What follows belongs to an exercise in optimizing a design on an open flow for small area, a short achievable clock period and few clock cycles; a production flow would make more cautious choices. The RTL was checked by simulation tests, not by an equivalence proof against the original design. Power and IR drop assume default switching activity.

### flow/flow/run.sh
#!/bin/bash
# Layout flow: the standard ORFS flow (standard.sh, unchanged synthesis and
# steps), except that the port buffers buffer_ports inserts at placement are
# sky130_fd_sc_hd__buf_2 cells rather than the library's default choice.
# make's full output goes to flow_make.log; each ORFS step keeps its own log
# under orfs/logs/.
set -euo pipefail
bash standard.sh "BUFFER_PORTS_ARGS=-buffer_cell sky130_fd_sc_hd__buf_2" finish > flow_make.log 2>&1
### flow/standard.sh
#!/bin/bash
# synth_recipe.tcl (not shown) runs the flow's synth.tcl, then flattens the netlist and writes it again
# the make line also repeats each setting of config.mk as NAME=value (left out here)
make -C /OpenROAD-flow-scripts/flow DESIGN_CONFIG=/design/flow/config.mk WORK_HOME=/design/flow/orfs CLKGATE_MAP_FILE= SYNTH_SCRIPT=/design/flow/synth_recipe.tcl "${@:-finish}"
### flow/config.mk
export PLATFORM = sky130hd
export DESIGN_NAME = hart
export DESIGN_NICKNAME = hart
export VERILOG_FILES = /design/flow/design.v
export SDC_FILE = /design/flow/constraint.sdc
export NUM_CORES = 4
export LEC_CHECK = 0
export CAP_MARGIN = 20
export CORE_MARGIN = 2
export CORE_UTILIZATION = 40
export SETUP_SLACK_MARGIN = 2.8
export SLEW_MARGIN = 20
### flow/constraint.sdc
create_clock -name core_clock -period 6.0 [get_ports {i_clk}]
set_input_delay 1.2000 -clock core_clock [delete_from_list [all_inputs] [get_ports {i_clk}]]
set_output_delay 1.2000 -clock core_clock [all_outputs]
set_load 0.01 [all_outputs]
### flow/design.v
`timescale 1ns/10ps
module hart #(
    parameter logic [32-1:0] RESET_ADDR = 32'h0000_0000
) (
    input  logic        i_clk,
    input  logic        i_rst_n,
    output logic [31:0] o_imem_raddr,
    input  logic [31:0] i_imem_rdata,
    output logic [31:0] o_dmem_addr,
    output logic        o_dmem_ren,
    output logic        o_dmem_wen,
    output logic [31:0] o_dmem_wdata,
    input  logic [31:0] i_dmem_rdata,
    output logic        o_retire_valid,
    output logic [31:0] o_retire_inst,
    output logic        o_retire_trap,
    output logic        o_retire_halt,
    output logic [4:0]  o_retire_rs1_raddr,
    output logic [4:0]  o_retire_rs2_raddr,
    output logic [31:0] o_retire_rs1_rdata,
    output logic [31:0] o_retire_rs2_rdata,
    output logic [4:0]  o_retire_rd_waddr,
    output logic [31:0] o_retire_rd_wdata,
    output logic [31:0] o_retire_pc,
    output logic [31:0] o_retire_next_pc
);
    logic [31:2] pc;         
    logic [31:2] m_npc;      
    logic [31:2] m_pc;       
    logic        halted;     
    logic        ex_valid;
    logic [31:0] ex_inst;
    logic [31:0] ex_a;       
    logic [31:0] ex_b;       
    logic        ex_use1;
    logic        ex_use2;
    logic        ex_wen;     
    logic        ex_load;
    logic        ex_store;
    logic        ex_ill;
    logic        ex_halt;
    logic        ex_r_add;   
    logic        ex_sll;
    logic        ex_r_sr;    
    logic        ex_sra;
    logic        ex_r_slt;
    logic        ex_r_sltu;
    logic        ex_r_xor;
    logic        ex_r_or;
    logic        ex_r_and;
    logic        ex_sub;     
    logic [31:0] ex_badd;    
    logic        ex_fc_ld, ex_fc_alu;   
    logic        ex_fa_ld, ex_fa_alu;
    logic        ex_fb_ld, ex_fb_alu;
    logic        m_valid;
    logic [31:0] m_inst;
    logic [31:0] m_result;   
    logic [31:0] m_rs1;
    logic [31:0] m_rs2;      
    logic        m_use1;
    logic        m_use2;
    logic        m_wen;
    logic        m_ren;      
    logic        m_wen_st;   
    logic        m_trap;
    logic        m_halt;
    logic        m_rd_ld;    
    logic        m_rd_alu;   
    logic [31:0] regs [1:32-1];
    logic [4:0]  m_rd;
    logic        m_we;
    logic [31:0] m_wdata;
    assign m_rd    = m_inst[11:7];
    assign m_we    = m_valid & m_wen & (m_rd != 5'd0);
    assign m_wdata = m_ren ? i_dmem_rdata : m_result;
    always_ff @(posedge i_clk) begin
        for (int i = 1; i < 32; i++) begin
            if (m_we && m_rd == 5'(i)) regs[i] <= m_wdata;
        end
    end
    assign o_dmem_addr  = m_result;
    assign o_dmem_ren   = m_ren;
    assign o_dmem_wen   = m_wen_st;
    assign o_dmem_wdata = m_rs2;
    assign o_retire_valid     = m_valid;
    assign o_retire_inst      = m_inst;
    assign o_retire_trap      = m_trap;
    assign o_retire_halt      = m_halt;
    assign o_retire_rs1_raddr = m_use1 ? m_inst[19:15] : 5'd0;
    assign o_retire_rs2_raddr = m_use2 ? m_inst[24:20] : 5'd0;
    assign o_retire_rs1_rdata = m_use1 ? m_rs1 : 32'd0;
    assign o_retire_rs2_rdata = m_use2 ? m_rs2 : 32'd0;
    assign o_retire_rd_waddr  = m_wen ? m_rd : 5'd0;
    assign o_retire_rd_wdata  = ({32{m_rd_ld}} & i_dmem_rdata) | ({32{m_rd_alu}} & m_result);
    assign o_retire_pc        = {m_pc, 2'b00};
    assign o_retire_next_pc   = {m_npc, 2'b00};
    logic [31:0] e_a;
    logic [31:0] e_b;
    logic [31:0] e_bx;
    logic [31:0] e_sum;
    logic        e_lt;
    logic        e_ltu;
    logic [31:0] e_sh_in;
    logic [31:0] e_sh_out;
    logic [31:0] e_sh_rev;
    logic        e_fill;
    logic [31:0] e_result;
    logic        e_mis;
    assign e_a = ex_fa_ld ? i_dmem_rdata : ex_fa_alu ? m_result : ex_a;
    assign e_b = ex_fb_ld ? i_dmem_rdata : ex_fb_alu ? m_result : ex_b;
    assign e_bx = ex_fc_ld  ? (i_dmem_rdata ^ {32{ex_sub}}) :
                  ex_fc_alu ? (m_result ^ {32{ex_sub}}) : ex_badd;
    always_comb begin
        logic [31:0] p0, g, p, gn, pn;
        p0 = e_a ^ e_bx;
        g  = e_a & e_bx;
        g[0] = g[0] | (p0[0] & ex_sub);
        p  = p0;
        for (int d = 1; d < 32; d = d * 2) begin
            for (int i = 0; i < 32; i++) begin
                if (i >= d) begin
                    gn[i] = g[i] | (p[i] & g[i - d]);
                    pn[i] = p[i] & p[i - d];
                end else begin
                    gn[i] = g[i];
                    pn[i] = p[i];
                end
            end
            g = gn;
            p = pn;
        end
        e_sum = p0 ^ {g[30:0], ex_sub};
    end
    assign e_lt  = (e_a[31] ^ e_b[31]) ? e_a[31] : e_sum[31];
    assign e_ltu = (e_a[31] ^ e_b[31]) ? e_b[31] : e_sum[31];
    always_comb begin
        for (int i = 0; i < 32; i++) begin
            e_sh_in[i] = ex_sll ? e_a[31 - i] : e_a[i];
        end
    end
    assign e_fill   = ex_sra & e_a[31];
    assign e_sh_out = 32'($signed({e_fill, e_sh_in}) >>> e_b[4:0]);
    always_comb begin
        for (int i = 0; i < 32; i++) e_sh_rev[i] = e_sh_out[31 - i];
    end
    assign e_result = ({32{ex_r_add}} & e_sum) |
                      ({32{ex_sll}}   & e_sh_rev) |
                      ({32{ex_r_sr}}  & e_sh_out) |
                      ({32{ex_r_xor}} & (e_a ^ e_b)) |
                      ({32{ex_r_or}}  & (e_a | e_b)) |
                      ({32{ex_r_and}} & (e_a & e_b)) |
                      {31'b0, (ex_r_slt & e_lt) | (ex_r_sltu & e_ltu)};
    assign e_mis = (ex_load | ex_store) & (e_sum[1:0] != 2'b00);
    always_ff @(posedge i_clk) begin
        m_inst   <= ex_inst;
        m_result <= e_result;
        m_rs1    <= e_a;
        m_rs2    <= e_b;
        m_use1   <= ex_use1;
        m_use2   <= ex_use2;
        m_wen    <= ex_wen & ~e_mis;
        m_trap   <= ex_ill | e_mis;
        m_halt   <= ex_halt;
        m_rd_ld  <= ex_load & ~e_mis;
        m_rd_alu <= ex_wen & ~ex_load;
        ex_fa_ld  <= d_f1 & ex_load & ~e_mis;
        ex_fa_alu <= d_f1 & ex_wen & ~ex_load;
        ex_fb_ld  <= d_f2 & ex_load & ~e_mis;
        ex_fb_alu <= d_f2 & ex_wen & ~ex_load;
        ex_fc_ld  <= d_f2 & is_op & ex_load & ~e_mis;
        ex_fc_alu <= d_f2 & is_op & ex_wen & ~ex_load;
    end
    logic [31:0] inst;
    logic [6:0]  op;
    logic [2:0]  f3;
    logic [6:0]  f7;
    logic        is_lui, is_auipc, is_opimm, is_op, is_load, is_store, is_ebreak;
    logic        legal;
    logic [4:0]  rs1, rs2;
    logic [31:0] rf [32];
    logic [31:0] r1, r2;
    logic [31:0] imm;
    logic        ex_wr;
    logic        d_f1, d_f2;
    logic        d_sub;
    logic [31:0] imm_s;
    assign inst = i_imem_rdata;
    assign op   = inst[6:0];
    assign f3   = inst[14:12];
    assign f7   = inst[31:25];
    assign rs1  = inst[19:15];
    assign rs2  = inst[24:20];
    assign is_lui    = op == 7'b0110111;
    assign is_auipc  = op == 7'b0010111;
    assign is_opimm  = op == 7'b0010011 &&
                       !((f3 == 3'b001 && f7 != 7'b0) ||
                         (f3 == 3'b101 && f7 != 7'b0 && f7 != 7'b0100000));
    assign is_op     = op == 7'b0110011 &&
                       !(f7 != 7'b0 && !(f7 == 7'b0100000 && (f3 == 3'b000 || f3 == 3'b101)));
    assign is_load   = op == 7'b0000011 && f3 == 3'b010;
    assign is_store  = op == 7'b0100011 && f3 == 3'b010;
    assign is_ebreak = inst == 32'h0010_0073;
    assign legal     = is_lui | is_auipc | is_opimm | is_op | is_load | is_store | is_ebreak;
    assign rf[0] = 32'd0;
    for (genvar i = 1; i < 32; i++) begin : g_rf
        assign rf[i] = regs[i];
    end
    assign r1 = (m_we && m_rd == rs1) ? m_wdata : rf[rs1];
    assign r2 = (m_we && m_rd == rs2) ? m_wdata : rf[rs2];
    assign imm_s = {{20{inst[31]}}, inst[31:25], inst[11:7]};
    assign d_sub = (is_opimm | is_op) &&
                   (f3 == 3'b010 || f3 == 3'b011 || (f3 == 3'b000 && is_op && inst[30]));
    assign imm = (is_lui | is_auipc) ? {inst[31:12], 12'b0} : {{20{inst[31]}}, inst[31:20]};
    assign o_imem_raddr = {pc, 2'b00};
    assign ex_wr = ex_valid & ex_wen & (ex_inst[11:7] != 5'd0);
    assign d_f1  = ex_wr & (is_opimm | is_op | is_load | is_store) & (rs1 == ex_inst[11:7]);
    assign d_f2  = ex_wr & (is_op | is_store) & (rs2 == ex_inst[11:7]);
    always_ff @(posedge i_clk) begin
        if (!i_rst_n) begin
            pc       <= RESET_ADDR[31:2];
            halted   <= 1'b0;
            ex_valid <= 1'b0;
            m_valid  <= 1'b0;
            m_ren    <= 1'b0;
            m_wen_st <= 1'b0;
        end else begin
            pc       <= pc + 30'd1;
            halted   <= halted | is_ebreak;
            ex_valid <= ~halted;
            m_valid  <= ex_valid;
            m_ren    <= ex_valid & ex_load & ~e_mis;
            m_wen_st <= ex_valid & ex_store & ~e_mis;
        end
    end
    always_ff @(posedge i_clk) begin
        m_npc <= pc;
        m_pc  <= m_npc;
    end
    always_ff @(posedge i_clk) begin
        ex_inst  <= inst;
        ex_a     <= is_lui ? 32'd0 : is_auipc ? {pc, 2'b00} : r1;
        ex_b     <= (is_op | is_store) ? r2 : imm;
        ex_badd  <= (is_store ? imm_s : is_op ? r2 : imm) ^ {32{d_sub}};
        ex_use1  <= is_opimm | is_op | is_load | is_store;
        ex_use2  <= is_op | is_store;
        ex_wen   <= is_lui | is_auipc | is_opimm | is_op | is_load;
        ex_load  <= is_load;
        ex_store <= is_store;
        ex_ill   <= ~legal;
        ex_halt  <= is_ebreak;
        ex_r_add  <= !(is_opimm | is_op) || f3 == 3'b000;
        ex_sll    <= (is_opimm | is_op) && f3 == 3'b001;
        ex_r_sr   <= (is_opimm | is_op) && f3 == 3'b101;
        ex_sra    <= (is_opimm | is_op) && f3 == 3'b101 && inst[30];
        ex_r_slt  <= (is_opimm | is_op) && f3 == 3'b010;
        ex_r_sltu <= (is_opimm | is_op) && f3 == 3'b011;
        ex_r_xor  <= (is_opimm | is_op) && f3 == 3'b100;
        ex_r_or   <= (is_opimm | is_op) && f3 == 3'b110;
        ex_r_and  <= (is_opimm | is_op) && f3 == 3'b111;
        ex_sub   <= d_sub;
    end
endmodule
==> reports/results.tsv, run 1 <==
stage	metric	value	unit
sta	fin_crit_sh	61.3	%
placed_design	place.gp.congestion	1.06	
power	combPwrFrac	17.5	%
yosys	syn_area_per_cell	12.3	um2
cells_and_area	final_cell_mix	edfxtp_1 (992), a22oi_1 (433), buf_4 (409)	
sta	rsz0062_at_grt	true	
power	total_power	24.9	mW
clocking	cts_made_buffers	139	
floorplan	die_h	398	um
yosys	synth_ff_type	edfxtp_1	
global_routing	grt_max_degree	47	
power	pwr-share-seq	47.3	%
yosys	synth_top_area_share	48.1	%
clocking	postCtsHoldBufs	0	
placed_design	dp_hpwl	212000	um
floorplan	fp.dieW	398	um
setup_path	critical_path.slowest_cell	dfxtp_2	
detailed_routing	viasPerCell	7.50	
sta	hold_slack	0.313	ns
setup_path	r2r_start	ex_sub	
floorplan	num_rows	144	
setup_path	crit_top_cell	o21ai_4	
detailed_routing	drt_first_pass_iters	14	
cells_and_area	drive_gt1_share	27.6	%
global_routing	antenna_found_initial	26	
yosys	ys_warn_count	3	
yosys	synth_top_area_cell	edfxtp_1	
setup_path	arrival	4.38	ns
floorplan	start_util	40.3	%
placed_design	io_buffers	367	
detailed_routing	dr_total_vias	58900	
detailed_routing	wirelength	340000	um
yosys	synth-seq-cells	1373	
sta	tns	0	ns
clocking	tritoncts	built	
power	switchingPower	7.46	mW
floorplan	io_pins	374	
yosys	synth.area.top_cells	edfxtp_1 (48%), dfxtp_1 (12%), a22oi_1 (5.3%)	
detailed_routing	route.detailed.drc	0	
hold_path	hp-class	flip-flop to flip-flop	
global_routing	grt_pass1_vias	53100	
setup_path	cp.required	6.70	ns
floorplan	core	0.154	mm2
cells_and_area	final_common_cell	edfxtp_1	
setup_path	cp_cell_sequence	clkinvlp_4, a221oi_1, o22a_1, ha_4, a21oi_1, o21ai_2, a2111o_1, o21ai_4, o21ai_4, buf_4, o21ai_1, o31ai_2, a221o_1	
clocking	root_buffer	clkbuf_16	
yosys	async_flop_share	0	%
clocking	worstSkewPairLatency	0.83	ns
setup_path	cp.buffers_inverters	2	
yosys	synth-seq-area-share	60.4	%
detailed_routing	wl_per_cell	43.3	um
power	p_int	17.4	mW
cells_and_area	postLayoutCoreUtil	50.2	%
detailed_routing	drt_iter0_drc	14300	
cells_and_area	fin_nets	5846	
job	maxCapViolations	0	
clocking	cts_buffer_depth	3	
power	vdd_drop_max	0.233	mV
hold_path	worstHoldEndpoint	m_use2	
floorplan	die_area	0.158	mm2
sta	fmax	0.272	GHz
placed_design	post-place-cells	7294	
outcome	status	complete, no violations	
setup_path	max_stage_delay	0.42	ns
setup_path	path_class	flip-flop to flip-flop	
setup_path	reg2reg_to	m_result[24]	
sta	skew	0.0386	ns
hold_path	hp-start	ex_use2	
clocking	cts.clk_slew.worst_paths	0.07	ns
yosys	yosysUniqueCellTypes	87	
cells_and_area	multi_input_area	0.0251	mm2
detailed_routing	ant_nets	0	
setup_path	critPathCaptureType	flip-flop	
cells_and_area	fillerInstances	13300	
sta	relSlewSlack	16.1	%
clocking	htree_levels	4	
global_routing	gr-total-overflow	0	
yosys	syn-cell-area	0.0620	mm2
setup_path	r2r_setup_slack	2.32	ns
hold_path	hold_depth	0	
global_routing	grt_pass1_wl	449000	um
yosys	synthCells	5019	
sta	setup_viol	0	
power	p_leak	27.6	nW
power	p_sw_share	30.0	%
cells_and_area	stdcell_count	7857	
cells_and_area	regArea	0.0375	mm2
sta	slew_viol_final	0	
setup_path	critPathMaxFanout	10	
power	powerDensity	322	mW/mm2
power	clkPwrFrac	35.2	%
sta	fin_crit	3.68	ns
sta	worstMarginPinSlew	1.26	ns
setup_path	path_delay_family	compound AO/OA/AOI/OAI gates	
setup_path	reg2regPathDepth	13	
cells_and_area	area_delta_synth_final	24.6	%
clocking	numClockSinks	1373	
sta	finalHoldViolations	0	
global_routing	track_usage	41.4	%
yosys	synth_edf_count	992	
setup_path	start_kind	flip-flop	
how the worst max path moves through the flow:
stage	startpoint	to	depth (start not counted)
2_1_floorplan	i_dmem_rdata[0]	m_result[30]	13
6_report	ex_sub	m_result[24]	13
5_1_grt	ex_fc_ld	m_result[26]	16
4_1_cts	ex_fc_ld	m_result[26]	15
3_3_place_gp	i_imem_rdata[20]	ex_badd[27]	11
3_5_place_dp	i_imem_rdata[20]	ex_badd[27]	11
cells in the mapped netlist, types with 9 or more instances:
library cell,number
dfxtp_1,381
nand3_1,89
a21o_1,13
o211ai_1,57
a22o_1,271
nor3b_1,11
clkbuf_1,318
a2bb2oi_1,12
nor3_1,38
and3_1,15
a222oi_1,64
a211oi_1,14
a221o_1,15
buf_2,27
mux2_2,40
o221ai_1,9
o22ai_1,37
nand4_1,105
or3_1,10
ha_1,96
nand2b_1,15
edfxtp_1,992
o21a_1,57
inv_1,73
a31oi_1,41
nand3b_1,10
a221oi_1,280
buf_1,27
nor2_1,218
a22oi_1,436
a21oi_1,144
nor2b_1,20
o21ai_1,12
o22a_1,32
o21ai_0,125
nand2_1,396
nor4_1,44
and2_1,121
mux2i_1,112
xnor2_1,46
mux4_2,30
xor2_1,58
layer usage:
| metal | wire (um) | part of all wire [%] | vias up | track usage, % |
|---|---|---|---|---|
| li1 | - | - | 21500 | - |
| met1 | 106000 | 31 | 27900 | 46.8 |
| met2 | 134000 | 39 | 7065 | 57.6 |
| met3 | 60600 | 18 | 2432 | 21.7 |
| met4 | 38500 | 11 | 44 | 33.5 |
| met5 | 1220 | 0.36 | - | 4.06 |
state kept, by name, summed over array words and instances, names as in the netlist, 30 cells and up:
| signal | cells |
|---|---|
| m_pc | 30 |
| m_inst | 32 |
| ex_b | 32 |
| pc | 30 |
| regs | 992 |
| m_result | 32 |
| m_rs2 | 32 |
| m_npc | 30 |
| m_rs1 | 32 |
| ex_badd | 32 |
| ex_a | 32 |
| ex_inst | 32 |
metrics by stage:
stage               setup slack (ns)  cell area, um2
floorplan                       2.22           62300
global placement                1.09           67800
detailed placement              1.09           68000
CTS                             2.42           75800
global route                    2.34           77200
finish                          2.32           77200
power groups by stage:
stage / logic, mW / registers, mW / clock network [mW]
after floorplan: 1.85 / 11.7 / 0
after global placement: 3.49 / 11.9 / 0
after detailed placement: 3.52 / 11.9 / 0
after CTS: 3.89 / 11.7 / 8.70
after global routing: 4.42 / 11.7 / 9.07
final: 4.36 / 11.8 / 8.74
cell families after synthesis:
group | synth area share (%)
AO/OA/AOI/OAI | 20.7
flip-flops | 60.4
adder cells (fa/ha/maj) | 2.00
XOR/XNOR | 1.47
buffers and inverters | 3.12
multiplexers | 3.71
AND/OR/NAND/NOR | 8.59
other | 0.00605
timing repair:
| item | CTS | global route |
|---|---|---|
| pin swaps | 100 | 73 |
| buffers inserted | 211 | 73 |
| gates cloned | 3 | 0 |
| resized for setup | 334 | 145 |
| endpoints found under the setup margin | 578 | 286 |
area by class of cell:
cell class                 count  area share [%]
timing repair buffer         906            9.28
sequential                  1373            48.5
antenna                       22          0.0713
clock buffer                 187            4.97
timing repair inverter         1         0.00972
inverter                      79           0.488
clock inverter                63           0.805
multi-input combinational   3182            32.5
tap                         2044            3.31
Testbench counts, summed over its fixed seeds: cycles 34,640.
==> run 2, diff against run 1 <==
--- a/flow/config.mk
+++ b/flow/config.mk
@@ -8,5 +8,8 @@
 export CAP_MARGIN = 20
 export CORE_MARGIN = 2
 export CORE_UTILIZATION = 40
+export CTS_BUF_LIST = sky130_fd_sc_hd__clkbuf_16
+export CTS_CLUSTER_DIAMETER = 60
+export CTS_CLUSTER_SIZE = 30
 export SETUP_SLACK_MARGIN = 2.8
 export SLEW_MARGIN = 20
==> reports/results.tsv, run 2 <==
stage	metric	value	unit	change
cells_and_area	regArea	0.0375	mm2	unchanged
sta	tns	0	ns	unchanged
yosys	yosysUniqueCellTypes	87		unchanged
setup_path	critPathCaptureType	flip-flop		
cells_and_area	fin_nets	5799		-0.80%
clocking	postCtsHoldBufs	0		unchanged
floorplan	io_pins	374		unchanged
sta	fin_crit	3.68	ns	+0.00253 ns
yosys	syn-cell-area	0.0620	mm2	unchanged
power	powerDensity	313	mW/mm2	-2.7%
setup_path	max_stage_delay	0.41	ns	about the same
power	p_leak	27.3	nW	-1.1%
detailed_routing	wl_per_cell	43.5	um	+0.44%
setup_path	r2r_setup_slack	2.32	ns	about the same
outcome	status	complete, no violations		
yosys	syn_area_per_cell	12.3	um2	unchanged
global_routing	antenna_found_initial	24		-7.7%
sta	slew_viol_final	0		unchanged
cells_and_area	final_cell_mix	edfxtp_1 (992), a22oi_1 (432), buf_4 (397)		
floorplan	fp.dieW	398	um	unchanged
sta	skew	0.0785	ns	+0.0399 ns
yosys	synth-seq-cells	1373		unchanged
placed_design	post-place-cells	7294		unchanged
setup_path	reg2regPathDepth	13		unchanged
floorplan	die_h	398	um	unchanged
yosys	synth_top_area_share	48.1	%	unchanged
sta	worstMarginPinSlew	1.21	ns	-0.0435 ns
global_routing	grt_max_degree	47		unchanged
power	vdd_drop_max	0.251	mV	+7.8%
setup_path	reg2reg_to	m_result[24]		
clocking	root_buffer	clkbuf_16		
detailed_routing	dr_total_vias	58600		-0.45%
floorplan	num_rows	144		unchanged
job	maxCapViolations	0		unchanged
setup_path	cp.required	6.63	ns	-0.07 ns
setup_path	cp.buffers_inverters	2		unchanged
sta	fmax	0.272	GHz	about the same
sta	setup_ws	2.32	ns	-0.00253 ns
cells_and_area	final_common_cell	edfxtp_1		
yosys	async_flop_share	0	%	unchanged
global_routing	grt_pass1_wl	445000	um	-0.92%
setup_path	r2r_start	ex_sub		
clocking	tritoncts	built		
setup_path	cp_cell_sequence	clkinvlp_4, a221oi_1, o22a_1, ha_4, a21oi_1, o21ai_2, a2111o_1, o21ai_4, o21ai_4, buf_4, o21ai_2, o31ai_2, a221o_1		
floorplan	core	0.154	mm2	unchanged
setup_path	critical_path.slowest_cell	dfxtp_4		
floorplan	die_area	0.158	mm2	unchanged
placed_design	dp_hpwl	212000	um	unchanged
placed_design	dp_worst_setup_slack	1.09	ns	unchanged
cells_and_area	drive_gt1_share	27.7	%	+0.12 points
sta	finalHoldViolations	0		unchanged
sta	setup_viol	0		unchanged
hold_path	hold_depth	0		unchanged
cells_and_area	fillerInstances	13300		-0.038%
yosys	synth_ff_type	edfxtp_1		
cells_and_area	stdcell_count	7792		-0.83%
clocking	cts_buffer_depth	3		unchanged
detailed_routing	viasPerCell	7.53		+0.38%
setup_path	path_delay_family	compound AO/OA/AOI/OAI gates		
placed_design	io_buffers	367		unchanged
clocking	cts.clk_slew.worst_paths	0.09	ns	+0.02 ns
yosys	ys_warn_count	3		unchanged
global_routing	gr-total-overflow	0		unchanged
detailed_routing	drt_first_pass_iters	17		+3
detailed_routing	wirelength	339000	um	-0.40%
sta	fin_crit_sh	61.3	%	about the same
cells_and_area	postLayoutCoreUtil	49.8	%	-0.39 points
detailed_routing	route.detailed.drc	0		unchanged
cells_and_area	multi_input_area	0.0252	mm2	+0.23%
yosys	synth.area.top_cells	edfxtp_1 (48%), dfxtp_1 (12%), a22oi_1 (5.3%)		
yosys	synth-seq-area-share	60.4	%	unchanged
yosys	synthCells	5019		unchanged
clocking	numClockSinks	1373		unchanged
detailed_routing	ant_nets	0		unchanged
hold_path	worstHoldEndpoint	m_use2		
hold_path	hp-start	ex_use2		
yosys	netlist_top_cells_count	edfxtp_1 (992), a22oi_1 (436), nand2_1 (396), dfxtp_1 (381), clkbuf_1 (318)		
setup_path	critPathMaxFanout	10		unchanged
setup_path	start_kind	flip-flop		
sta	relSlewSlack	19.0	%	+2.9 points
yosys	synth_top_area_cell	edfxtp_1		
sta	rsz0062_at_grt	true		
clocking	cts_made_buffers	101		-27%
cells_and_area	largest_register_ffs	992		unchanged
hold_path	hp-class	flip-flop to flip-flop		
placed_design	place.gp.congestion	1.06		unchanged
clocking	htree_levels	3		-1
cells_and_area	area_delta_synth_final	23.7	%	
cells_and_area	top_register	regs		
clocking	worstSkewPairLatency	0.82	ns	about the same
global_routing	track_usage	41.0	%	-0.41 points
setup_path	arrival	4.31	ns	-0.07 ns
global_routing	grt_pass1_vias	52200		-1.6%
yosys	synth_edf_count	992		unchanged
sta	hold_slack	0.328	ns	+0.0156 ns
setup_path	path_class	flip-flop to flip-flop		
floorplan	start_util	40.3	%	unchanged
yosys	yosysMostFrequentCell	edfxtp_1		
detailed_routing	drt_iter0_drc	14000		-1.7%
run 2: metal layers:
metal | wire length, um | global-route usage [%] | vias up | share of wire [%]
met3 | 60100 | 20.7 | 2292 | 18
met4 | 37100 | 31.6 | 36 | 11
li1 | - | - | 21400 | -
met2 | 134000 | 57.6 | 6952 | 39
met1 | 107000 | 47.0 | 28000 | 32
met5 | 999 | 4.30 | - | 0.29
run 2: cell type report:
| cell class | instances | share of cell area [%] |
|---|---|---|
| sequential | 1373 | 48.9 |
| multi-input combinational | 3183 | 32.9 |
| timing repair buffer | 894 | 9.21 |
| clock buffer | 105 | 3.43 |
| tap | 2044 | 3.34 |
| clock inverter | 85 | 1.65 |
| inverter | 79 | 0.492 |
| antenna | 26 | 0.0849 |
| timing repair inverter | 3 | 0.0278 |
run 2: what timing repair did:
item	in CTS	in global routing
gates cloned	4	3
resized for setup	359	142
buffers inserted	207	66
hold endpoints to repair	0	0
endpoints found under the setup margin	595	310
pin swaps	108	76
run 2: logic make-up after synthesis:
kind of cell,share of synthesized area (%)
other,0.00605
buffers and inverters,3.12
AND/OR/NAND/NOR,8.59
AO/OA/AOI/OAI,20.7
XOR/XNOR,1.47
flip-flops,60.4
adder cells (fa/ha/maj),2.00
multiplexers,3.71
run 2: how the worst max path moves through the flow:
stage,start,depth (start not counted),end
after global routing,ex_fc_ld,16,m_result[24]
after detailed placement,i_imem_rdata[20],11,ex_badd[27]
after floorplan,i_dmem_rdata[0],13,m_result[30]
after global placement,i_imem_rdata[20],11,ex_badd[27]
final,ex_sub,13,m_result[24]
after CTS,ex_fc_ld,16,m_result[26]
run 2: report_power, final:
group          internal, mW  switching (mW)  leakage (nW)  total, mW
registers              11.3           0.462          12.1       11.7
logic                  1.28            3.05          13.3       4.33
clock network          3.62            4.30          1.88       7.92
total                  16.2            7.81          27.3       24.0
run 2: worst reg2reg max path, delay by kind of cell (launching register included):
kind | cells | cell delay (ns)
flops | 1 | 0.41
fa+ha+maj | 1 | 0.25
buf+inv | 2 | 0.51
compound gates | 10 | 2.34
run 2: metrics by stage:
step                      total power [mW]  area [um2]
final                                 24.0       76600
after CTS                             23.4       75100
after global placement                15.4       67800
after detailed placement              15.4       68000
after floorplan                       13.6       62300
after global routing                  24.3       76600
==> run 3, diff against run 2 <==
--- a/flow/config.mk
+++ b/flow/config.mk
@@ -7,7 +7,7 @@
 export LEC_CHECK = 0
 export CAP_MARGIN = 20
 export CORE_MARGIN = 2
-export CORE_UTILIZATION = 40
+export CORE_UTILIZATION = 50
 export CTS_BUF_LIST = sky130_fd_sc_hd__clkbuf_16
 export CTS_CLUSTER_DIAMETER = 60
 export CTS_CLUSTER_SIZE = 30
==> reports/results.tsv, run 3 <==
stage	metric	value	unit	change
detailed_routing	dr_total_vias	57900		-1.2%
placed_design	dp_hpwl	206000	um	-3.2%
power	total_power	24.4	mW	+1.6%
clocking	tritoncts	built		
cells_and_area	largest_register_ffs	992		unchanged
clocking	cts_made_buffers	111		+9.9%
yosys	synth_top_area_cell	edfxtp_1		
yosys	netlist_top_cells_count	edfxtp_1 (992), a22oi_1 (436), nand2_1 (396), dfxtp_1 (381), clkbuf_1 (318)		
floorplan	die_h	356	um	-10%
sta	tns	0	ns	unchanged
power	clkPwrFrac	33.9	%	+0.9 points
yosys	synth_ff_type	edfxtp_1		
power	pwr-share-seq	48.2	%	-0.7 points
global_routing	grt_pass1_wl	442000	um	-0.68%
sta	rsz0062_at_grt	true		
detailed_routing	ant_nets	0		unchanged
yosys	yosysMostFrequentCell	edfxtp_1		
global_routing	grt_max_degree	57		+21%
floorplan	core	0.123	mm2	-20%
power	p_int	16.4	mW	+1.3%
detailed_routing	drt_first_pass_iters	13		-4
clocking	root_buffer	clkbuf_16		
yosys	ys_warn_count	3		unchanged
clocking	worstSkewPairLatency	0.85	ns	+0.03 ns
outcome	status	complete, no violations		
job	maxCapViolations	0		unchanged
global_routing	grt_pass1_vias	52500		+0.59%
yosys	syn-cell-area	0.0620	mm2	unchanged
sta	worstMarginPinSlew	1.37	ns	+0.159 ns
yosys	yosysUniqueCellTypes	87		unchanged
yosys	synthCells	5019		unchanged
power	switchingPower	7.99	mW	+2.2%
yosys	syn_area_per_cell	12.3	um2	unchanged
setup_path	r2r_setup_slack	2.37	ns	+0.05 ns
detailed_routing	drt_iter0_drc	13200		-5.9%
setup_path	critPathCaptureType	flip-flop		
floorplan	fp.dieW	356	um	-10%
cells_and_area	top_register	regs		
detailed_routing	wl_per_cell	45.2	um	+4.0%
clocking	cts.clk_slew.worst_paths	0.08	ns	about the same
setup_path	cp.required	6.66	ns	+0.03 ns
floorplan	io_pins	374		unchanged
yosys	async_flop_share	0	%	unchanged
setup_path	arrival	4.29	ns	-0.02 ns
clocking	postCtsHoldBufs	0		unchanged
sta	fin_crit_sh	60.5	%	-0.80 points
floorplan	num_rows	129		-10%
floorplan	start_util	50.2	%	+10 points
hold_path	hp-class	flip-flop to flip-flop		
cells_and_area	area_delta_synth_final	23.0	%	
yosys	synth-seq-area-share	60.4	%	unchanged
sta	setup_viol	0		unchanged
setup_path	start_kind	flip-flop		
sta	finalHoldViolations	0		unchanged
power	combPwrFrac	17.8	%	-0.3 points
detailed_routing	route.detailed.drc	0		unchanged
detailed_routing	viasPerCell	7.82		+4.0%
clocking	cts_buffer_depth	3		unchanged
yosys	synth_top_area_share	48.1	%	unchanged
setup_path	critPathMaxFanout	7		-3
power	p_sw_share	32.8	%	+0.19 points
sta	slew_viol_final	0		unchanged
sta	fin_crit	3.63	ns	-0.0479 ns
power	powerDensity	320	mW/mm2	+2.1%
detailed_routing	wirelength	335000	um	-1.2%
sta	relSlewSlack	8.55	%	-10 points
clocking	htree_levels	3		unchanged
cells_and_area	fillerInstances	9740		-27%
floorplan	die_area	0.127	mm2	-20%
sta	skew	0.0689	ns	-0.00962 ns
yosys	synth-seq-cells	1373		unchanged
global_routing	gr-total-overflow	0		unchanged
cells_and_area	final_common_cell	edfxtp_1		
yosys	synth_edf_count	992		unchanged
yosys	synth.area.top_cells	edfxtp_1 (48%), dfxtp_1 (12%), a22oi_1 (5.3%)		
sta	fmax	0.275	GHz	+1.3%
cells_and_area	drive_gt1_share	27.9	%	+0.16 points
cells_and_area	fin_nets	5806		+0.12%
placed_design	place.gp.congestion	1.04		-2.4%
power	p_leak	27.3	nW	+0.10%
cells_and_area	final_cell_mix	edfxtp_1 (992), a22oi_1 (434), buf_4 (411)		
setup_path	path_class	flip-flop to flip-flop		
placed_design	io_buffers	367		unchanged
clocking	numClockSinks	1373		unchanged
power	vdd_drop_max	0.318	mV	+27%
global_routing	track_usage	51.2	%	+10 points
global_routing	antenna_found_initial	33		+38%
sta	hold_slack	0.319	ns	-0.00953 ns
[run 3: cell counts after synthesis]
No cell type changed its count.
[run 3: area by class of cell]
type | instances | area, um2 | area share, %
Timing Repair inverter | 2 | 15.0 | 0.0197
Timing Repair Buffer | 891 | 6880 | 9.03
Sequential cell | 1373 | 37500 | 49.1
Clock buffer | 111 | 2780 | 3.64
Antenna cell | 28 | 70.1 | 0.0919
Clock inverter | 100 | 1400 | 1.84
Multi-Input combinational cell | 3184 | 25200 | 33.0
Tap cell | 1637 | 2050 | 2.69
Inverter | 79 | 384 | 0.504
[run 3: cell families (layout without fill, tap and decap cells)]
kind of cell	after synthesis	count (layout)	synth area share (%)
AOI/OAI and AO/OA	1677	1677	20.7
xor gates and xnor gates	104	104	1.47
adders and majority gates	98	98	2.00
buffers and inverters	470	1183	3.12
DFF	1373	1373	60.4
muxes	185	185	3.71
other	1	34	0.00605
and+or+nand+nor	1111	1114	8.59
[run 3: timing repair]
item / 4_1_cts / 5_1_grt
pin swaps: 114 / 71
buffers inserted: 215 / 56
resized for setup: 371 / 124
gates cloned: 10 / 2
setup endpoints to repair: 619 / 210
[run 3: final timing paths]
kind                from      endpoint  cells after the start
min          ex_inst[16]    m_inst[16]                      0
max reg2reg     ex_fc_ld  m_result[27]                     18
min reg2reg  ex_inst[16]    m_inst[16]                      0
max             ex_fc_ld  m_result[27]                     18
[run 3: power by group through the flow]
stage / Combinational [mW] / Clock [mW] / Sequential (mW)
2_1_floorplan: 1.85 / 0 / 11.7
3_3_place_gp: 3.48 / 0 / 11.9
3_5_place_dp: 3.50 / 0 / 11.9
4_1_cts: 3.93 / 8.23 / 11.7
5_1_grt: 4.41 / 8.61 / 11.8
6_report: 4.34 / 8.28 / 11.8
[run 3: worst max-delay path, cell delays in order (launching register included)]
cell and delay [ns]:
dfxtp_4 0.42, buf_12 0.13, clkinvlp_4 0.14, buf_6 0.15, buf_12 0.13, o22ai_1 0.14
nor2_1 0.06, o22a_2 0.27, ha_4 0.30, o211a_1 0.24, o31ai_4 0.08, a211oi_2 0.14
o21bai_2 0.21, nand2_2 0.13, o31ai_4 0.21, buf_6 0.16, nand2_1 0.07, xor2_1 0.14
a221o_1 0.34
[run 3: through the flow]
| step | cells | instance area [um2] | setup WS, ns | util, % |
|---|---|---|---|---|
| floorplan | 5024 | 62300 | 2.22 | - |
| global placement | 6881 | 67200 | 0.865 | 54.5 |
| detailed placement | 6882 | 67300 | 0.804 | 54.5 |
| CTS | 7318 | 75000 | 2.41 | 60.8 |
| global route | 7382 | 76200 | 2.31 | 61.8 |
| finish | 7405 | 76200 | 2.37 | 61.8 |
[run 3: routing by layer]
layer  GRT usage, %  vias to the layer above  routed length, um
met5           3.62                        -                743
met4           44.1                       26              40500
met3           24.7                     2250              56600
met2           71.4                     6656             132000
met1           58.4                    27600             105000
li1               -                    21400                  -
==> run 4, diff against run 3 <==
--- a/flow/config.mk
+++ b/flow/config.mk
@@ -7,7 +7,7 @@
 export LEC_CHECK = 0
 export CAP_MARGIN = 20
 export CORE_MARGIN = 2
-export CORE_UTILIZATION = 50
+export CORE_UTILIZATION = 55
 export CTS_BUF_LIST = sky130_fd_sc_hd__clkbuf_16
 export CTS_CLUSTER_DIAMETER = 60
 export CTS_CLUSTER_SIZE = 30
==> reports/results.tsv, run 4 <==
stage	metric	value	unit	change
outcome	status	complete, no violations		
global_routing	grt_pass1_wl	436000	um	-1.5%
placed_design	dp_worst_setup_slack	0.975	ns	+0.171 ns
placed_design	dp_hpwl	195000	um	-5.0%
yosys	syn_area_per_cell	12.3	um2	unchanged
yosys	synth-seq-cells	1373		unchanged
clocking	numClockSinks	1373		unchanged
yosys	yosysMostFrequentCell	edfxtp_1		
yosys	netlist_top_cells_count	edfxtp_1 (992), a22oi_1 (436), nand2_1 (396), dfxtp_1 (381), clkbuf_1 (318)		
sta	relSlewSlack	12.7	%	+4.1 points
detailed_routing	wl_per_cell	45.1	um	-0.15%
cells_and_area	largest_register_ffs	992		unchanged
power	p_leak	27.1	nW	-0.69%
detailed_routing	ant_nets	0		unchanged
setup_path	path_delay_family	compound AO/OA/AOI/OAI gates		
sta	setup_ws	2.44	ns	+0.0742 ns
yosys	synthCells	5019		unchanged
yosys	synth.area.top_cells	edfxtp_1 (48%), dfxtp_1 (12%), a22oi_1 (5.3%)		
setup_path	arrival	4.22	ns	-0.07 ns
global_routing	antenna_found_initial	35		+6.1%
floorplan	fp.dieW	340	um	-4.6%
setup_path	start_kind	flip-flop		
setup_path	max_stage_delay	0.40	ns	-0.02 ns
sta	worstMarginPinSlew	1.31	ns	-0.0653 ns
sta	skew	0.0860	ns	+0.0172 ns
floorplan	die_area	0.115	mm2	-9.0%
global_routing	gr-total-overflow	0		unchanged
clocking	worstSkewPairLatency	0.81	ns	-0.04 ns
clocking	cts_made_buffers	102		-8.1%
detailed_routing	dr_total_vias	58800		+1.4%
power	powerDensity	316	mW/mm2	-1.1%
yosys	synth_ff_type	edfxtp_1		
clocking	cts_buffer_depth	3		unchanged
clocking	htree_levels	3		unchanged
cells_and_area	fin_nets	5805		-0.017%
cells_and_area	final_common_cell	edfxtp_1		
yosys	synth_top_area_cell	edfxtp_1		
sta	setup_viol	0		unchanged
yosys	ys_warn_count	3		unchanged
global_routing	grt_max_degree	57		unchanged
clocking	tritoncts	built		
setup_path	crit_top_cell	buf_6		
floorplan	core	0.112	mm2	-9.1%
sta	rsz0062_at_grt	true		
setup_path	cp.buffers_inverters	6		+1
placed_design	io_buffers	367		unchanged
setup_path	critPathCaptureType	flip-flop		
yosys	syn-cell-area	0.0620	mm2	unchanged
job	maxCapViolations	0		unchanged
cells_and_area	final_cell_mix	edfxtp_1 (992), a22oi_1 (434), buf_4 (427)		
placed_design	place.gp.congestion	1.07		+2.6%
detailed_routing	viasPerCell	8.11		+3.6%
setup_path	critical_path.slowest_cell	dfxtp_4		
detailed_routing	wirelength	327000	um	-2.3%
global_routing	track_usage	54.9	%	+3.6 points
cells_and_area	drive_gt1_share	27.3	%	-0.61 points
setup_path	cp_cell_sequence	buf_6, clkinvlp_4, buf_6, buf_4, o22ai_2, nor2_1, o22a_1, ha_4, and3_4, a311oi_4, a2bb2oi_2, nand2_2, o31ai_4, buf_4, buf_6, mux2i_2, nand2_1, nand4_1		
clocking	cts.clk_slew.worst_paths	0.09	ns	about the same
sta	tns	0	ns	unchanged
cells_and_area	top_register	regs		
power	vdd_drop_max	0.335	mV	+5.3%
floorplan	start_util	55.3	%	+5.1 points
yosys	yosysUniqueCellTypes	87		unchanged
sta	finalHoldViolations	0		unchanged
setup_path	critPathMaxFanout	6		-1
yosys	synth_top_area_share	48.1	%	unchanged
setup_path	cp.required	6.66	ns	about the same
global_routing	grt_pass1_vias	52800		+0.55%
floorplan	io_pins	374		unchanged
detailed_routing	drt_iter0_drc	14800		+12%
yosys	async_flop_share	0	%	unchanged
sta	slew_viol_final	0		unchanged
cells_and_area	area_delta_synth_final	21.7	%	
sta	fin_crit	3.56	ns	-0.0742 ns
sta	fin_crit_sh	59.3	%	-1.2 points
detailed_routing	drt_first_pass_iters	14		+1
detailed_routing	route.detailed.drc	0		unchanged
hold_path	hp-class	flip-flop to flip-flop		
floorplan	die_h	340	um	-4.6%
setup_path	path_class	flip-flop to flip-flop		
sta	fmax	0.281	GHz	+2.1%
floorplan	num_rows	123		-4.7%
yosys	synth_edf_count	992		unchanged
yosys	synth-seq-area-share	60.4	%	unchanged
clocking	root_buffer	clkbuf_16		
## run 4: per-layer routing
layer	vias up	wire, um	global-route usage, %
met2	7043	128000	75.5
met5	-	1310	5.27
met3	2489	59300	29.8
met4	51	39600	45.9
met1	27800	99200	61.7
li1	21400	-	-
## run 4: path summary, 6_finish.rpt
check	start	depth (start not counted)	slack (ns)	endpoint
max	ex_fc_ld	18	2.44	m_result[29]
min	ex_inst[16]	0	0.33	m_inst[16]
max reg2reg	ex_fc_ld	18	2.44	m_result[29]
min reg2reg	ex_inst[16]	0	0.33	m_inst[16]
## run 4: through the flow
| step | cell area [um2] | hold WS (ns) | utilization [%] | instances | total power [mW] |
|---|---|---|---|---|---|
| CTS | 74000 | 0.331 | 66.0 | 7136 | 23.3 |
| global route | 75400 | 0.331 | 67.3 | 7235 | 24.2 |
| finish | 75400 | 0.332 | 67.3 | 7248 | 23.9 |
| detailed placement | 66800 | 0.312 | 59.6 | 6707 | 15.4 |
| global placement | 66700 | 0.310 | 59.6 | 6703 | 15.3 |
| floorplan | 62300 | 0.310 | - | 5024 | 13.6 |
## run 4: layout make-up
cell class	instances	area, um2
Sequential cell	1373	37400
Antenna cell	20	50.0
Tap cell	1500	1880
Inverter	79	389
Clock buffer	105	2630
Timing Repair Buffer	893	6780
Fill cell	8245	36600
Multi-Input combinational cell	3190	25000
Timing Repair inverter	2	16.3
Clock inverter	86	1190
## run 4: what timing repair did
action	4_1_cts	5_1_grt
gates cloned	12	3
gates resized for setup	326	126
hold buffers	0	0
buffers inserted	226	88
pin swaps	104	74
endpoints found under the setup margin	502	304
## run 4: cell families after synthesis
kind of cell / count (synthesis) / synth area share [%]
compound gates: 1677 / 20.7
fa+ha+maj: 98 / 2.00
other cells: 1 / 0.00605
simple gates: 1111 / 8.59
flops: 1373 / 60.4
buf+inv: 470 / 3.12
xor+xnor: 104 / 1.47
mux: 185 / 3.71
## run 4: power breakdown
group,internal [mW],switching (mW)
logic,1.27,3.05
clock network,3.72,4.09
registers,11.3,0.448
total,16.3,7.59
## run 4: worst register-to-register path: cells and delay by family (launching register included)
kind            cells  cell delay [ns]
compound gates      5             1.23
buf+inv             6             0.83
flops               1             0.40
fa+ha+maj           1             0.28
mux                 1             0.20
simple gates        5             0.53
==> run 5, diff against run 4 <==
--- a/flow/config.mk
+++ b/flow/config.mk
@@ -7,9 +7,9 @@
 export LEC_CHECK = 0
 export CAP_MARGIN = 20
 export CORE_MARGIN = 2
-export CORE_UTILIZATION = 55
+export CORE_UTILIZATION = 45
 export CTS_BUF_LIST = sky130_fd_sc_hd__clkbuf_16
 export CTS_CLUSTER_DIAMETER = 60
 export CTS_CLUSTER_SIZE = 30
-export SETUP_SLACK_MARGIN = 2.8
+export SETUP_SLACK_MARGIN = 2.5
 export SLEW_MARGIN = 20
==> reports/results.tsv, run 5 <==
stage	metric	value	unit	change
outcome	status	complete, no violations		
detailed_routing	wl_per_cell	44.9	um	-0.60%
floorplan	die_area	0.141	mm2	+22%
yosys	synth_top_area_share	48.1	%	unchanged
cells_and_area	top_register	regs		
global_routing	grtUsageMet2	63.3	%	-12 points
global_routing	grt_use_met1	53.2	%	-8.5 points
cells_and_area	fin_nets	5714		-1.6%
cells_and_area	largest_register_ffs	992		unchanged
power	p_leak	26.6	nW	-1.8%
sta	fin_crit	3.75	ns	+0.196 ns
yosys	async_flop_share	0	%	unchanged
setup_path	critPathMaxFanout	12		+6
yosys	yosysMostFrequentCell	edfxtp_1		
yosys	synth.area.top_cells	edfxtp_1 (48%), dfxtp_1 (12%), a22oi_1 (5.3%)		
power	total_power	23.9	mW	+0.19%
detailed_routing	ant_nets	0		unchanged
cells_and_area	drive_gt1_share	24.9	%	-2.4 points
sta	fin_crit_sh	62.6	%	+3.3 points
clocking	cts.clk_slew.worst_paths	0.10	ns	about the same
placed_design	dp_hpwl	205000	um	+5.0%
detailed_routing	drt_iter0_drc	13900		-5.8%
power	powerDensity	319	mW/mm2	+0.97%
global_routing	grt_pass1_vias	52300		-1.0%
clocking	tritoncts	built		
placed_design	place.gp.congestion	1.07		+0.41%
clocking	numClockSinks	1373		unchanged
sta	rsz0062_at_grt	true		
cells_and_area	postLayoutCoreUtil	54.6	%	-13 points
setup_path	crit_top_cell	fa_2		
clocking	cts_made_buffers	105		+2.9%
yosys	synth-seq-area-share	60.4	%	unchanged
global_routing	gr-total-overflow	0		unchanged
sta	finalHoldViolations	0		unchanged
sta	skew	0.0751	ns	-0.0109 ns
global_routing	grt_max_degree	60		+5.3%
sta	worstMarginPinSlew	1.28	ns	-0.0241 ns
floorplan	start_util	45.2	%	-10 points
sta	hold_slack	0.315	ns	-0.0169 ns
detailed_routing	viasPerCell	7.77		-4.2%
power	vdd_drop_max	0.251	mV	-25%
clocking	root_buffer	clkbuf_16		
job	maxCapViolations	0		unchanged
yosys	synth_top_area_cell	edfxtp_1		
global_routing	busiest_layer	met2		
detailed_routing	drt_first_pass_iters	22		+8
yosys	netlist_top_cells_count	edfxtp_1 (992), a22oi_1 (436), nand2_1 (396), dfxtp_1 (381), clkbuf_1 (318)		
yosys	synth-seq-cells	1373		unchanged
setup_path	cp_cell_sequence	clkinv_8, buf_12, o22ai_1, nor2_1, o22ai_2, fa_2, buf_6, fa_2, nand2b_4, a21oi_4, o21ai_2, a21oi_2, or2_4, buf_4, a31oi_2, xnor2_2, nand2_1, nand4_1		
floorplan	core	0.137	mm2	+22%
clocking	postCtsHoldBufs	0		unchanged
yosys	synthCells	5019		unchanged
yosys	syn-cell-area	0.0620	mm2	unchanged
detailed_routing	wirelength	335000	um	+2.3%
cells_and_area	final_common_cell	edfxtp_1		
sta	setup_ws	2.25	ns	-0.196 ns
setup_path	critical_path.slowest_cell	dfxtp_4		
setup_path	arrival	4.45	ns	+0.23 ns
global_routing	track_usage	45.7	%	-9.2 points
yosys	syn_area_per_cell	12.3	um2	unchanged
setup_path	cp.required	6.69	ns	+0.03 ns
setup_path	start_kind	flip-flop		
yosys	ys_warn_count	3		unchanged
sta	relSlewSlack	14.3	%	+1.6 points
global_routing	grt_pass1_wl	442000	um	+1.4%
setup_path	path_class	flip-flop to flip-flop		
global_routing	antenna_found_initial	18		-49%
cells_and_area	fillerInstances	11400		+39%
yosys	yosysUniqueCellTypes	87		unchanged
setup_path	max_stage_delay	0.42	ns	+0.02 ns
yosys	synth_ff_type	edfxtp_1		
setup_path	critPathCaptureType	flip-flop		
clocking	htree_levels	3		unchanged
floorplan	num_rows	136		+11%
clocking	cts_buffer_depth	3		unchanged
cells_and_area	area_delta_synth_final	20.8	%	
floorplan	io_pins	374		unchanged
placed_design	dp_worst_setup_slack	1.13	ns	+0.157 ns
sta	slew_viol_final	0		unchanged
global_routing	use_met3	22.6	%	-7.2 points
floorplan	fp.dieW	375	um	+10%
clocking	worstSkewPairLatency	0.83	ns	+0.02 ns
detailed_routing	route.detailed.drc	0		unchanged
sta	fmax	0.266	GHz	-5.2%
yosys	synth_edf_count	992		unchanged
sta	tns	0	ns	unchanged
placed_design	io_buffers	367		unchanged
cells_and_area	final_cell_mix	edfxtp_1 (992), a22oi_1 (434), nand2_1 (392)		
sta	setup_viol	0		unchanged
floorplan	die_h	375	um	+10%
detailed_routing	dr_total_vias	58000		-1.4%
hold_path	hp-class	flip-flop to flip-flop		
## run 5: changes by cell type in the layout (fill, tap and decap cells not counted), sizes merged, moves of 2 or more
cell,before,now
and2,126,123
buf,890,797
bufbuf,1,3
bufinv,5,2
clkbuf,107,112
clkinv,27,43
clkinvlp,28,22
diode,20,22
nor2,221,219
## run 5: logic make-up after synthesis
kind of cell / Yosys count / share of synthesized area (%)
AO/OA/AOI/OAI: 1677 / 20.7
flip-flops: 1373 / 60.4
AND/OR/NAND/NOR: 1111 / 8.59
buffers and inverters: 470 / 3.12
multiplexers: 185 / 3.71
XOR/XNOR: 104 / 1.47
adder cells (fa/ha/maj): 98 / 2.00
other: 1 / 0.00605
## run 5: per-stage QoR
| step | instances | instance area, um2 |
|---|---|---|
| 2_1_floorplan | 5024 | 62100 |
| 3_3_place_gp | 7015 | 67300 |
| 3_5_place_dp | 7018 | 67400 |
| 4_1_cts | 7366 | 73500 |
| 5_1_grt | 7438 | 74800 |
| 6_report | 7459 | 74800 |
## run 5: worst paths after layout
kind | startpoint | to | slack (ns) | depth (start not counted)
setup / recovery | ex_fc_ld | m_result[18] | 2.25 | 18
hold / removal | ex_inst[14] | m_inst[14] | 0.31 | 0
setup reg to reg | ex_fc_ld | m_result[18] | 2.25 | 18
hold reg to reg | ex_inst[14] | m_inst[14] | 0.31 | 0
## run 5: worst max-delay path, delay by kind of cell (launching register included)
family | cells | cell delay (ns)
AO/OA/AOI/OAI | 6 | 0.78
XOR/XNOR | 1 | 0.41
adder cells (fa/ha/maj) | 2 | 0.75
buffers and inverters | 4 | 0.54
flip-flops | 1 | 0.42
AND/OR/NAND/NOR | 5 | 0.70
## run 5: routing by layer
layer	vias up	share of wire [%]
li1	21200	-
met1	27700	32
met2	6784	39
met3	2253	17
met4	30	11
met5	-	0.22
## run 5: timing repair
action	CTS	global route
setup endpoints to repair	224	383
buffers inserted	141	67
gates resized for setup	166	160
pin swaps	46	65
cloned	7	2
## run 5: where the power goes
| part | switching, mW | total [mW] | internal [mW] | leakage [nW] |
|---|---|---|---|---|
| clock | 4.21 | 7.90 | 3.69 | 1.89 |
| sequential | 0.491 | 11.8 | 11.3 | 12.1 |
| combinational | 3.05 | 4.23 | 1.18 | 12.6 |
## run 5: final cells by class
class | instances | area, um2 | area share (%)
antenna | 22 | 55.1 | 0.0736
clock buffer | 108 | 2700 | 3.61
clock inverter | 92 | 1190 | 1.59
inverter | 79 | 378 | 0.505
multi-input combinational | 3185 | 24500 | 32.7
sequential | 1373 | 37500 | 50.0
tap | 1794 | 2240 | 3.00
timing repair buffer | 804 | 6320 | 8.44
timing repair inverter | 2 | 12.5 | 0.0167
==> run 6, diff against run 5 <==
--- a/flow/config.mk
+++ b/flow/config.mk
@@ -7,9 +7,9 @@
 export LEC_CHECK = 0
 export CAP_MARGIN = 20
 export CORE_MARGIN = 2
-export CORE_UTILIZATION = 45
+export CORE_UTILIZATION = 50
 export CTS_BUF_LIST = sky130_fd_sc_hd__clkbuf_16
 export CTS_CLUSTER_DIAMETER = 60
 export CTS_CLUSTER_SIZE = 30
-export SETUP_SLACK_MARGIN = 2.5
+export SETUP_SLACK_MARGIN = 2.6
 export SLEW_MARGIN = 20
==> reports/results.tsv, run 6 <==
stage	metric	value	unit	change
outcome	status	complete, no violations		
yosys	synth-seq-cells	1373		unchanged
cells_and_area	stdcell_count	7319		-1.9%
detailed_routing	route.detailed.drc	0		unchanged
clocking	cts_made_buffers	110		+4.8%
yosys	yosysMostFrequentCell	edfxtp_1		
detailed_routing	drt_iter0_drc	12800		-8.2%
global_routing	grt_pass1_wl	442000	um	+0.18%
setup_path	arrival	4.29	ns	-0.16 ns
global_routing	grt_pass1_vias	52300		-0.057%
yosys	synth_top_family_by_area	compound AO/OA/AOI/OAI gates		
yosys	netlist_top_cells_count	edfxtp_1 (992), a22oi_1 (436), nand2_1 (396), dfxtp_1 (381), clkbuf_1 (318)		
yosys	synth.area.top_cells	edfxtp_1 (48%), dfxtp_1 (12%), a22oi_1 (5.3%)		
global_routing	antenna_found_initial	21		+3
clocking	tritoncts	built		
setup_path	critPathMaxFanout	32		+20
sta	fin_crit_sh	60.7	%	-1.8 points
clocking	postCtsHoldBufs	0		unchanged
floorplan	die_h	356	um	-5.1%
cells_and_area	area_delta_synth_final	21.3	%	
yosys	ys_warn_count	3		unchanged
placed_design	dp_hpwl	208000	um	+1.4%
cells_and_area	top_register	regs		
sta	setup_viol	0		unchanged
cells_and_area	fillerInstances	9768		-15%
cells_and_area	postLayoutCoreUtil	61.0	%	+6.3 points
yosys	synth_top_area_cell	edfxtp_1		
clocking	numClockSinks	1373		unchanged
cells_and_area	fin_nets	5736		+0.39%
sta	rsz0062_at_grt	true		
placed_design	io_buffers	367		unchanged
clocking	worstSkewPairLatency	0.79	ns	-0.04 ns
sta	finalHoldViolations	0		unchanged
clocking	cts_buffer_depth	3		unchanged
clocking	root_buffer	clkbuf_16		
floorplan	fp.dieW	356	um	-5.1%
power	vdd_drop_max	0.312	mV	+24%
setup_path	start_kind	flip-flop		
detailed_routing	wirelength	335000	um	+0.15%
power	p_leak	26.8	nW	+0.90%
sta	slew_viol_final	0		unchanged
detailed_routing	dr_total_vias	57100		-1.5%
sta	worstMarginPinSlew	1.29	ns	+0.0120 ns
setup_path	cp.required	6.64	ns	-0.05 ns
sta	skew	0.0467	ns	-0.0284 ns
sta	relSlewSlack	13.7	%	-0.59 points
yosys	synth_ff_type	edfxtp_1		
setup_path	path_class	flip-flop to flip-flop		
cells_and_area	largest_register_ffs	992		unchanged
yosys	synth_compound_area_share	20.7	%	unchanged
floorplan	start_util	50.2	%	+5.0 points
hold_path	hp-class	flip-flop to flip-flop		
yosys	muxShareOfSynthArea	3.71	%	unchanged
yosys	synthSimpleGateAreaFrac	8.59	%	unchanged
yosys	synth_fa_ha_area_share	2.00	%	unchanged
yosys	syn_area_per_cell	12.3	um2	unchanged
yosys	async_flop_share	0	%	unchanged
floorplan	core	0.123	mm2	-10%
sta	fin_crit	3.64	ns	-0.109 ns
setup_path	cp_cell_sequence	buf_6, a221oi_4, o22ai_2, fa_2, fa_2, nand2b_4, a21oi_4, o21ai_4, a21oi_4, o21ai_4, o21ai_4, a21oi_2, xnor2_1, a221o_1		
cells_and_area	final_cell_mix	edfxtp_1 (992), a22oi_1 (434), nand2_1 (391)		
detailed_routing	wl_per_cell	45.8	um	+2.1%
setup_path	max_stage_delay	0.44	ns	+0.02 ns
clocking	cts.clk_slew.worst_paths	0.09	ns	about the same
detailed_routing	viasPerCell	7.80		+0.41%
global_routing	gr-total-overflow	0		unchanged
power	powerDensity	323	mW/mm2	+1.1%
yosys	synth_top_area_share	48.1	%	unchanged
sta	fmax	0.274	GHz	+3.0%
cells_and_area	drive_gt1_share	25.8	%	+0.91 points
clocking	htree_levels	3		unchanged
yosys	yosysUniqueCellTypes	87		unchanged
floorplan	io_pins	374		unchanged
detailed_routing	ant_nets	0		unchanged
placed_design	place.gp.congestion	1.06		-1.1%
setup_path	critical_path.slowest_cell	fa_2		
global_routing	track_usage	51.3	%	+5.6 points
yosys	synth_xor_xnor_area_share	1.47	%	unchanged
sta	tns	0	ns	unchanged
job	maxCapViolations	0		unchanged
yosys	synthCells	5019		unchanged
detailed_routing	drt_first_pass_iters	13		-41%
yosys	syn-cell-area	0.0620	mm2	unchanged
floorplan	die_area	0.127	mm2	-9.9%
yosys	synth-seq-area-share	60.4	%	unchanged
sta	hold_slack	0.327	ns	+0.0125 ns
setup_path	crit_top_cell	o21ai_4		
cells_and_area	final_common_cell	edfxtp_1		
setup_path	critPathCaptureType	flip-flop		
placed_design	post-place-cells	6874		-2.1%
yosys	synth_edf_count	992		unchanged
global_routing	grt_max_degree	40		-33%
floorplan	num_rows	129		-5.1%
==> run 6: layout make-up <==
class | instances | area, um2 | share of cell area (%)
clock buffer | 113 | 2830 | 3.76
tap | 1637 | 2050 | 2.72
antenna | 14 | 35.0 | 0.0466
sequential | 1373 | 37500 | 49.8
clock inverter | 95 | 1380 | 1.83
multi-input combinational | 3183 | 24700 | 32.9
timing repair buffer | 825 | 6330 | 8.42
inverter | 79 | 354 | 0.471
==> run 6: cell families after synthesis <==
family / count (synthesis)
compound gates: 1677
flops: 1373
simple gates: 1111
buf+inv: 470
mux: 185
xor+xnor: 104
fa+ha+maj: 98
other cells: 1
==> run 6: repair_timing <==
action / 4_1_cts / 5_1_grt
pin swaps: 69 / 90
resized for setup: 233 / 159
setup buffers: 171 / 47
cloned: 3 / 1
setup endpoints to repair: 403 / 151
==> run 6: critical path: cells and delay by family, from the launching register on <==
kind / cells / cell delay [ns]
and+or+nand+nor: 1 / 0.17
DFF: 1 / 0.38
buffers and inverters: 1 / 0.23
AOI/OAI and AO/OA: 9 / 1.78
xor gates and xnor gates: 1 / 0.13
adders and majority gates: 2 / 0.81
==> run 6: metrics by stage <==
| stage | area (um2) | setup slack, ns | power, mW |
|---|---|---|---|
| after floorplan | 62200 | 2.22 | 13.5 |
| after CTS | 74100 | 2.39 | 23.8 |
| final | 75200 | 2.36 | 24.3 |
| after global routing | 75100 | 2.32 | 24.7 |
| after detailed placement | 67300 | 1.24 | 15.5 |
| after global placement | 67200 | 1.27 | 15.4 |
==> run 6: per-layer routing <==
metal	GRT usage [%]	routed length [um]
met1	59.6	106000
met2	71.9	134000
met3	22.7	55600
met4	44.4	38900
met5	0	622
==> run 6: where the power goes <==
group          leakage (nW)  switching, mW  internal [mW]
clock network          2.00           4.37           3.92
registers              12.1          0.491           11.3
logic                  12.8           2.99           1.22
total                  26.8           7.85           16.4
==> run 6: final timing paths <==
kind                            startpoint  depth (start not counted)      endpoint  slack, ns
worst min-delay path            ex_inst[0]                          0     m_inst[0]       0.33
worst max register to register    ex_fc_ld                         14  m_result[26]       2.36
worst max-delay path              ex_fc_ld                         14  m_result[26]       2.36
worst min register to register  ex_inst[0]                          0     m_inst[0]       0.33

[afterwards: timing with drivers on the ports]
The results above use ideal ports. As a check the final layouts listed here were re-extracted and re-timed, cells and wires unchanged.
Step 1 sets driving cells, clkbuf_16 on the clock port and buf_2 on the other inputs (assumed; they add their load-dependent delay and slew).
Step 2 also shifts input and output timing later by t, the mid clock arrival at the registers, as if the neighbouring blocks saw the same clock.
Slacks: ideal / step 1 / step 2; pairs: ideal / step 1.
run | t, ns | setup WS [ns] | worst setup path at the end | worst slew at a driven data input, ns
run 1 | 0.894 | 2.323 / 2.323 / 1.589 | input to register | 0.10
run 2 | 0.861 | 2.320 / 2.320 / 1.572 | input to register | 0.10
run 3 | 0.886 | 2.368 / 2.368 / 1.646 | input to register | 0.07
run 4 | 0.848 | 2.442 / 2.442 / 1.721 | input to register | 0.14
run 5 | 0.874 | 2.247 / 2.247 / 1.472 | input to register | 0.09
run 6 | 0.839 | 2.355 / 2.355 / 1.636 | input to register | 0.08
After both steps every run listed still meets setup and hold. For run 5, which loses most, drivers alone change the setup slack by 0.000 ns; drivers and shift together by -0.775 ns.
